From an optimization exercise on the open Yosys and OpenROAD flow, aimed at small area, a short achievable clock period and few clock cycles; shortcuts taken in it are not production practice. Function was checked by simulation only, so behaviour that the tests miss may differ from the original. Power is estimated from default activity; no workload was simulated.

`flow/design.v`:
```
`default_nettype none
package kms_pkg;
    localparam int MAX_FRAMES  = 256;
    localparam int IDX_W       = $clog2(MAX_FRAMES);
    localparam int CNT_W       = $clog2(MAX_FRAMES + 1);
    localparam int MEAN_W      = 16;
    localparam int RATIO_W     = 17;
    localparam int MINRUN_W    = 9;
    localparam int RUN_W       = (CNT_W > MINRUN_W) ? CNT_W : MINRUN_W;
    localparam int OUT_IDX_W   = 8;
    localparam int PADDR_W     = 4;
    localparam int PDATA_W     = 32;
    localparam int QUEUE_DEPTH = 4;
    localparam int QPTR_W      = $clog2(QUEUE_DEPTH);
    localparam logic [RATIO_W-1:0]  RATIO_MAX      = 17'd65536;
    localparam logic [MEAN_W-1:0]   DARK_RESET     = 16'd2560;
    localparam logic [RATIO_W-1:0]  MOTION_RESET   = 17'd3277;
    localparam logic [RATIO_W-1:0]  STABLE_RESET   = 17'd655;
    localparam logic [MINRUN_W-1:0] MINRUN_RESET   = 9'd3;
    typedef enum logic [1:0] {
        REG_DARK   = 2'd0,
        REG_MOTION = 2'd1,
        REG_STABLE = 2'd2,
        REG_MINRUN = 2'd3
    } t_reg_idx;
    typedef enum logic [1:0] {
        ST_LOAD,
        ST_SCAN,
        ST_FINISH
    } t_state;
    typedef struct packed {
        logic               usable;
        logic [RATIO_W-1:0] ratio;
        logic               last;
    } t_entry;
    typedef struct packed {
        logic               usable;
        logic [RATIO_W-1:0] ratio;
    } t_frame;
    typedef struct packed {
        logic [RATIO_W-1:0]  motion_thr;
        logic [RATIO_W-1:0]  stable_thr;
        logic [MINRUN_W-1:0] min_run;
    } t_scan_cfg;
    typedef struct packed {
        logic [OUT_IDX_W-1:0] before_frame;
        logic [OUT_IDX_W-1:0] after_frame;
        logic [RATIO_W-1:0]   peak_ratio;
        logic                 overflow;
    } t_result;
endpackage
`default_nettype wire
`default_nettype none
module keyframe_motion_selector (
    input  wire logic                             i_clk,
    input  wire logic                             i_rst_n,
    input  wire logic                             i_in_valid,
    output logic                                  o_in_ready,
    input  wire logic [kms_pkg::MEAN_W-1:0]       i_frame_mean,
    input  wire logic                             i_frame_empty,
    input  wire logic [kms_pkg::RATIO_W-1:0]      i_change_to_next,
    input  wire logic                             i_last_frame,
    output logic                                  o_out_valid,
    input  wire logic                             i_out_ready,
    output logic [kms_pkg::OUT_IDX_W-1:0]         o_before_frame,
    output logic [kms_pkg::OUT_IDX_W-1:0]         o_after_frame,
    output logic [kms_pkg::RATIO_W-1:0]           o_peak_ratio,
    output logic                                  o_overflow,
    input  wire logic                             psel,
    input  wire logic                             penable,
    input  wire logic                             pwrite,
    input  wire logic [kms_pkg::PADDR_W-1:0]      paddr,
    input  wire logic [kms_pkg::PDATA_W-1:0]      pwdata,
    output logic [kms_pkg::PDATA_W-1:0]           prdata,
    output logic                                  pready
);
    logic [15:0] r_dark_thr;
    logic [16:0] r_motion_thr;
    logic [16:0] r_stable_thr;
    logic [8:0]  r_min_run;
    logic [1:0]  r_rd_sel;
    assign pready = 1'b1;
    always_ff @(posedge i_clk) begin
        if (!i_rst_n) begin
            r_dark_thr   <= kms_pkg::DARK_RESET;
            r_motion_thr <= kms_pkg::MOTION_RESET;
            r_stable_thr <= kms_pkg::STABLE_RESET;
            r_min_run    <= kms_pkg::MINRUN_RESET;
        end else if (psel && penable && pwrite) begin
            case (paddr[3:2])
                2'd0: r_dark_thr   <= pwdata[15:0];
                2'd1: r_motion_thr <= pwdata[16:0];
                2'd2: r_stable_thr <= pwdata[16:0];
                default: r_min_run <= pwdata[8:0];
            endcase
        end
    end
    always_ff @(posedge i_clk) begin
        r_rd_sel <= paddr[3:2];
    end
    always_comb begin
        case (r_rd_sel)
            2'd0: prdata = {16'd0, r_dark_thr};
            2'd1: prdata = {15'd0, r_motion_thr};
            2'd2: prdata = {15'd0, r_stable_thr};
            default: prdata = {23'd0, r_min_run};
        endcase
    end
    logic        a_valid;
    logic        a_u;
    logic [16:0] a_r;
    logic        a_last;
    logic        r_out_valid;
    logic        adv;
    assign o_in_ready = !(a_valid && r_out_valid);
    assign adv        = a_valid && (!r_out_valid || i_out_ready);
    always_ff @(posedge i_clk) begin
        if (!i_rst_n) begin
            a_valid <= 1'b0;
        end else begin
            a_valid <= (o_in_ready && i_in_valid) || (a_valid && !adv);
        end
    end
    always_ff @(posedge i_clk) begin
        if (o_in_ready) begin
            a_u    <= !i_frame_empty && (i_frame_mean >= r_dark_thr);
            a_r    <= i_change_to_next[16] ? 17'h10000 : i_change_to_next;
            a_last <= i_last_frame;
        end
    end
    logic [8:0]  r_cnt;         
    logic        r_pu;          
    logic        r_pm;          
    logic        r_ps;          
    logic [7:0]  r_run;         
    logic        r_any_u;
    logic        r_any_m;
    logic        r_locked;      
    logic [7:0]  r_before;
    logic [7:0]  r_after;
    logic [16:0] r_peak;
    logic        r_over;
    logic        kept;
    logic        fresh;
    logic [7:0]  k;
    logic        motion;
    logic        cont;
    logic [7:0]  run_new;
    logic        any_m_new;
    logic        qualify;
    logic        first_m;
    logic        contrib;
    logic [16:0] peak_base;
    always_comb begin
        kept      = !r_cnt[8];
        k         = r_cnt[7:0];
        fresh     = (r_cnt == 9'd0);
        motion    = r_pu && a_u && r_pm;
        cont      = r_pu && a_u && r_ps && !r_pm;
        run_new   = cont ? (r_run + 8'd1) : 8'd1;
        any_m_new = r_any_m || motion;
        qualify   = a_u && any_m_new && ({1'b0, run_new} >= r_min_run);
        first_m   = motion && !r_any_m;
        contrib   = !a_last && (k != 8'hFF);
        peak_base = fresh ? 17'd0 : r_peak;
    end
    always_ff @(posedge i_clk) begin
        if (!i_rst_n) begin
            r_cnt    <= 9'd0;
            r_pu     <= 1'b0;
            r_any_u  <= 1'b0;
            r_any_m  <= 1'b0;
            r_locked <= 1'b0;
        end else if (adv) begin
            if (a_last) begin
                r_cnt    <= 9'd0;
                r_pu     <= 1'b0;
                r_any_u  <= 1'b0;
                r_any_m  <= 1'b0;
                r_locked <= 1'b0;
            end else if (kept) begin
                r_cnt    <= r_cnt + 9'd1;
                r_pu     <= a_u;
                r_any_u  <= r_any_u || a_u;
                r_any_m  <= any_m_new;
                r_locked <= qualify || (r_locked && !motion);
            end
        end
    end
    always_ff @(posedge i_clk) begin
        if (adv && kept) begin
            r_pm  <= (a_r >= r_motion_thr);
            r_ps  <= (a_r <= r_stable_thr);
            r_run <= run_new;
            if (qualify || motion || (!r_locked && (a_u || !r_any_u))) begin
                r_after <= k;
            end
            if (fresh || first_m || (a_u && !r_any_u)) begin
                r_before <= first_m ? (k - 8'd1) : k;
            end
            r_peak <= (contrib && (a_r > peak_base)) ? a_r : peak_base;
        end
        if (adv) begin
            r_over <= !kept || (r_over && !fresh);
        end
    end
    always_ff @(posedge i_clk) begin
        if (!i_rst_n) begin
            r_out_valid <= 1'b0;
        end else if (adv && a_last) begin
            r_out_valid <= 1'b1;
        end else if (i_out_ready) begin
            r_out_valid <= 1'b0;
        end
    end
    assign o_out_valid    = r_out_valid;
    assign o_before_frame = r_before;
    assign o_after_frame  = r_after;
    assign o_peak_ratio   = r_peak;
    assign o_overflow     = r_over;
endmodule
`default_nettype wire
```
`flow/run.sh`:
```
#!/bin/bash
# synth_recipe.tcl (not shown) runs the flow's synth.tcl, then flattens the netlist and writes it again
# the make line also repeats each setting of config.mk as NAME=value (left out here)
make -C /OpenROAD-flow-scripts/flow DESIGN_CONFIG=/design/flow/config.mk WORK_HOME=/design/flow/orfs CLKGATE_MAP_FILE= SYNTH_SCRIPT=/design/flow/synth_recipe.tcl finish
```
`flow/config.mk`:
```
export PLATFORM = sky130hd
export DESIGN_NAME = keyframe_motion_selector
export DESIGN_NICKNAME = keyframe_motion_selector
export VERILOG_FILES = /design/flow/design.v
export SDC_FILE = /design/flow/constraint.sdc
export NUM_CORES = 4
export LEC_CHECK = 0
export CAP_MARGIN = 20
export CORE_MARGIN = 2
export CORE_UTILIZATION = 45
export PLACE_DENSITY = 0.6
export SLEW_MARGIN = 20
export SYNTH_MEMORY_MAX_BITS = 8192
```
`flow/constraint.sdc`:
```
create_clock -name core_clock -period 6.5 [get_ports {i_clk}]
set_input_delay 1.3000 -clock core_clock [delete_from_list [all_inputs] [get_ports {i_clk}]]
set_output_delay 1.3000 -clock core_clock [all_outputs]
set_load 0.01 [all_outputs]
```
==> run notes <==
## worst paths after layout
path / endpoint / cells past startpoint
worst max register to register: r_peak[0] / 12
worst max-delay path: r_peak[0] / 12
worst min-delay path: r_any_u / 2
worst min register to register: r_any_u / 2
## per-layer routing
metal | global-route usage | up-vias
li1 | - | 3035
met1 | 0.252 | 2879
met2 | 0.377 | 135
met3 | 0.0389 | 23
met4 | 0.0636 | 0
met5 | 0 | -
## per-stage QoR
stage | power (mW) | cell area (µm²)
final | 2.16 | 9720
after floorplan | 1.13 | 7990
after detailed placement | 1.24 | 9140
after global placement | 1.23 | 9140
after CTS | 2.18 | 9710
after global routing | 2.25 | 9720
## Yosys cell counts, drive strengths merged (4+ instances only)
master and count:
a211oi 7, a21o 13, edfxtp 63, inv 81, or4 4, nand3 17, nor2b 33, o21ai 32
a21oi 28, and2 8, ha 79, xor2 8, clkbuf 25, buf 24, nand2 140, nor3 11
a21boi 40, mux2i 32, mux4 9, or3 5, nor2 29, and3 6, dfxtp 76, xnor2 5
nand4 9, o211ai 14, nand2b 4
## worst min-delay path: stages, from the launching register on
cell and delay (ps):
dfxtp_1 320, a21oi_1 50, nor2_1 70
## registers in the layout (all words and copies together), names as in the netlist, 9 cells and up
name,cells
r_dark_thr,16
r_motion_thr,17
a_r,17
r_min_run,9
r_stable_thr,17
r_peak,17
r_cnt,9
## cell usage in the layout, fill, tap and decap left out, drive strengths merged, types with 14 or more instances in the layout
cell type	count
a21boi	40
a21oi	28
clkbuf	20
clkdlybuf4s50	112
conb	16
dfxtp	76
edfxtp	63
ha	79
inv	81
mux2i	32
nand2	140
nand3	17
nor2	29
nor2b	33
o211ai	14
o21ai	32
## layout make-up
class / instances / area, µm²
Clock inverter: 12 / 131
Multi-Input combinational cell: 572 / 4000
Sequential cell: 139 / 3410
Tap cell: 225 / 282
Fill cell: 1530 / 7580
Clock buffer: 20 / 437
Inverter: 81 / 304
Timing Repair Buffer: 116 / 1150
## power groups by stage
stage	clock network [mW]	logic, mW	registers, mW
6_report	0.939	0.249	0.975
5_1_grt	0.995	0.277	0.979
4_1_cts	0.956	0.251	0.976
3_5_place_dp	0	0.250	0.994
3_3_place_gp	0	0.241	0.993
2_1_floorplan	0	0.149	0.984
## logic make-up after synthesis
| logic type | count (synthesis) | synth area share |
|---|---|---|
| and+or+nand+nor | 277 | 0.168 |
| other | 2 | 0.000946 |
| DFF | 139 | 0.430 |
| adders and majority gates | 79 | 0.125 |
| muxes | 42 | 0.0678 |
| buffers and inverters | 130 | 0.0732 |
| AOI/OAI and AO/OA | 145 | 0.121 |
| xor gates and xnor gates | 13 | 0.0143 |
==> metrics.md <==
| Metric | Value |
|---|---|
| # port buffers | `113` |
| WL final | `18.8 mm` |
| Post-route setup slack | `between 2000 and 2500 ps` |
| Global-route wire length before repair | `around 30 mm` |
| Top routing layer in use | `met4` |
| Largest delay share family, worst path | `compound AO/OA/AOI/OAI gates` |
| Sequential power share | `0.451` |
| Final hold violation count | `0` |
| Arrival time worst endpoint | `4580 ps` |
| # IOs | `147` |
| Clock transition at the registers of the reported paths | `around 60 ps` |
| Ys async rst share | `0` |
| CTS tree | `done` |
| CTS buffer count | `17` |
| Resize count post-CTS | `0` |
| Via density per instance | `roughly 5.2` |
| Final Cycle Share | `0.679` |
| Mapped Area | `between 0.007 and 0.008 mm²` |
| Layout cell share with drive strength beyond 1 | `0.0521` |
| Vias in the first global route | `6031` |
| Gpl congestion | `roughly 0.83` |
| Worst R2R Setup Slack | `approximately 2100 ps` |
| Skew-Pair Late Insertion Delay | `420 ps` |
| Post-CTS setup buffer count | `0` |
| Worst r2r src | `r_cnt[0]` |
| Starting Density | `0.459` |
| CP max-delay cell | `or3_1` |
| Area contributors post-synth | `edfxtp_1 24%, dfxtp_1 19%, ha_1 12%` |
| Post-route minimum period | `4410 ps` |
| Largest area contributor in the netlist | `edfxtp_1` |
| Combinational power share | `0.115` |
| Met1 WL | `8.18 mm` |
| Switching share of power | `0.230` |
| Hold WC Path Type | `register to register` |
| DRC Markers | `0` |
| Mapped Cells | `approximately 830` |
| Post-synth cell types | `57` |
| CTS H-tree lvls | `4` |
| Number of enable flip-flop cells after synthesis | `63` |
| Critical path required time | `6670 ps` |
| Area growth from synthesis to layout | `22.5%` |
| Crit path buf inv count | `1` |
| WS Path Type | `register to register` |
| Post-synthesis sequential area ratio | `0.430` |
| Setup violators final | `0` |
| Initial antenna violation count | `0` |
| Wire length on met2 | `9.63 mm` |
| Site Rows | `48` |
| Worst-path cell chain | `inv_1 -> ha_1 -> or4b_1 -> or3_1 -> nand2_1 -> ha_1 -> a21oi_1 -> o21ai_0 -> a2111oi_1 -> nor3_1 -> o21ai_4 -> mux2_4` |
| CP max stage delay | `between 600 and 700 ps` |
| Final core occ | `0.562` |
| Gr usage total | `0.209` |
| Maximum VDD drop | `0.000204 V` |
| Via count | `roughly 6.1k` |
| Die height | `around 140 µm` |
| Cts hold-fix bufs | `0` |
| Yosys top cell area share | `0.238` |
| Die area | `0.0187 mm²` |
| Rel. slew slack | `0.391` |
| Skew final | `11.9 ps` |
| CP startpoint | `r_cnt[0]` |
| Aggregate global routing overflow | `0` |
| 1st-pass router iterations | `4` |
| Clock share of power | `0.434` |
| Hold slack final | `roughly 470 ps` |
| Standby leakage power | `3.93 nW` |
| ANT nets after route | `0` |
| Antenna diode count | `0` |
| Post-route setup TNS | `0 ps` |
| Max-Cap Viols | `0` |
| Flops & latches, synth | `139` |
| Largest net degree at the start of global routing | `73` |
| YS warnings | `1` |
| Dpl ws | `2040 ps` |
| DR iter-0 viols | `300` |
| Clock buffer depth | `2` |
| Achievable frequency | `227 MHz` |
| Max Slew Vio Count | `0` |
| Post-Layout Cell Count | `1165` |
| Placed cells | `1133` |
| Post-DP HPWL | `14.3 mm` |
| Die width | `137 µm` |
| Min-delay src | `r_any_u` |
| Crit start category | `register` |
| CP endpoint kind | `register` |
| Core footprint | `around 0.017 mm²` |
| Most used cell, CP | `ha_1` |
| CP max FO | `19` |
| Root Driver | `clkbuf_16` |
| WL per Instance | `16.1 µm` |
| Syn Area/Cell | `9.60 µm²` |
| Outcome | `finished clean` |
| Worst Max-Slew Pin Slew | `914 ps` |
| Int Pwr | `1.67 mW` |
| Fin nets | `1084` |
| Top_reg_cell synth | `dfxtp_1` |
| Clk sinks | `139` |
| Met3 WL | `between 600 and 700 µm` |
| Cell Pwr Density | `roughly 220 mW/mm²` |
| Sw power | `497 µW` |
| RSZ-0062 raised after global routing | `false` |
Testbench counts, summed over its fixed seeds: cycles 9,182.

static timing again, ports no longer ideal:
The results above use ideal ports. As a check the final layout listed here was re-extracted and re-timed, cells and wires unchanged.
Step 1: set_driving_cell puts a clkbuf_16 on i_clk and a buf_2 on each other input, an assumption about the parent block.
Step 2 times the ports against the registers' clock, not the clock port: input delays grow and output delays shrink by t, the midpoint of the rising clock arrivals with the driver on.
a / b / c = no drivers / after step 1 / after step 2; a / b = the first two.
t (ns): 0.453
slack for setup (ns): 2.087 / 2.087 / 2.087
worst hold slack (ns): 0.475 / 0.475 / 0.475
pins driven straight from the clock port: 1
After both steps this run still meets setup and hold. For this run, drivers alone change the setup slack by 0.000 ns; drivers and shift together by 0.000 ns.
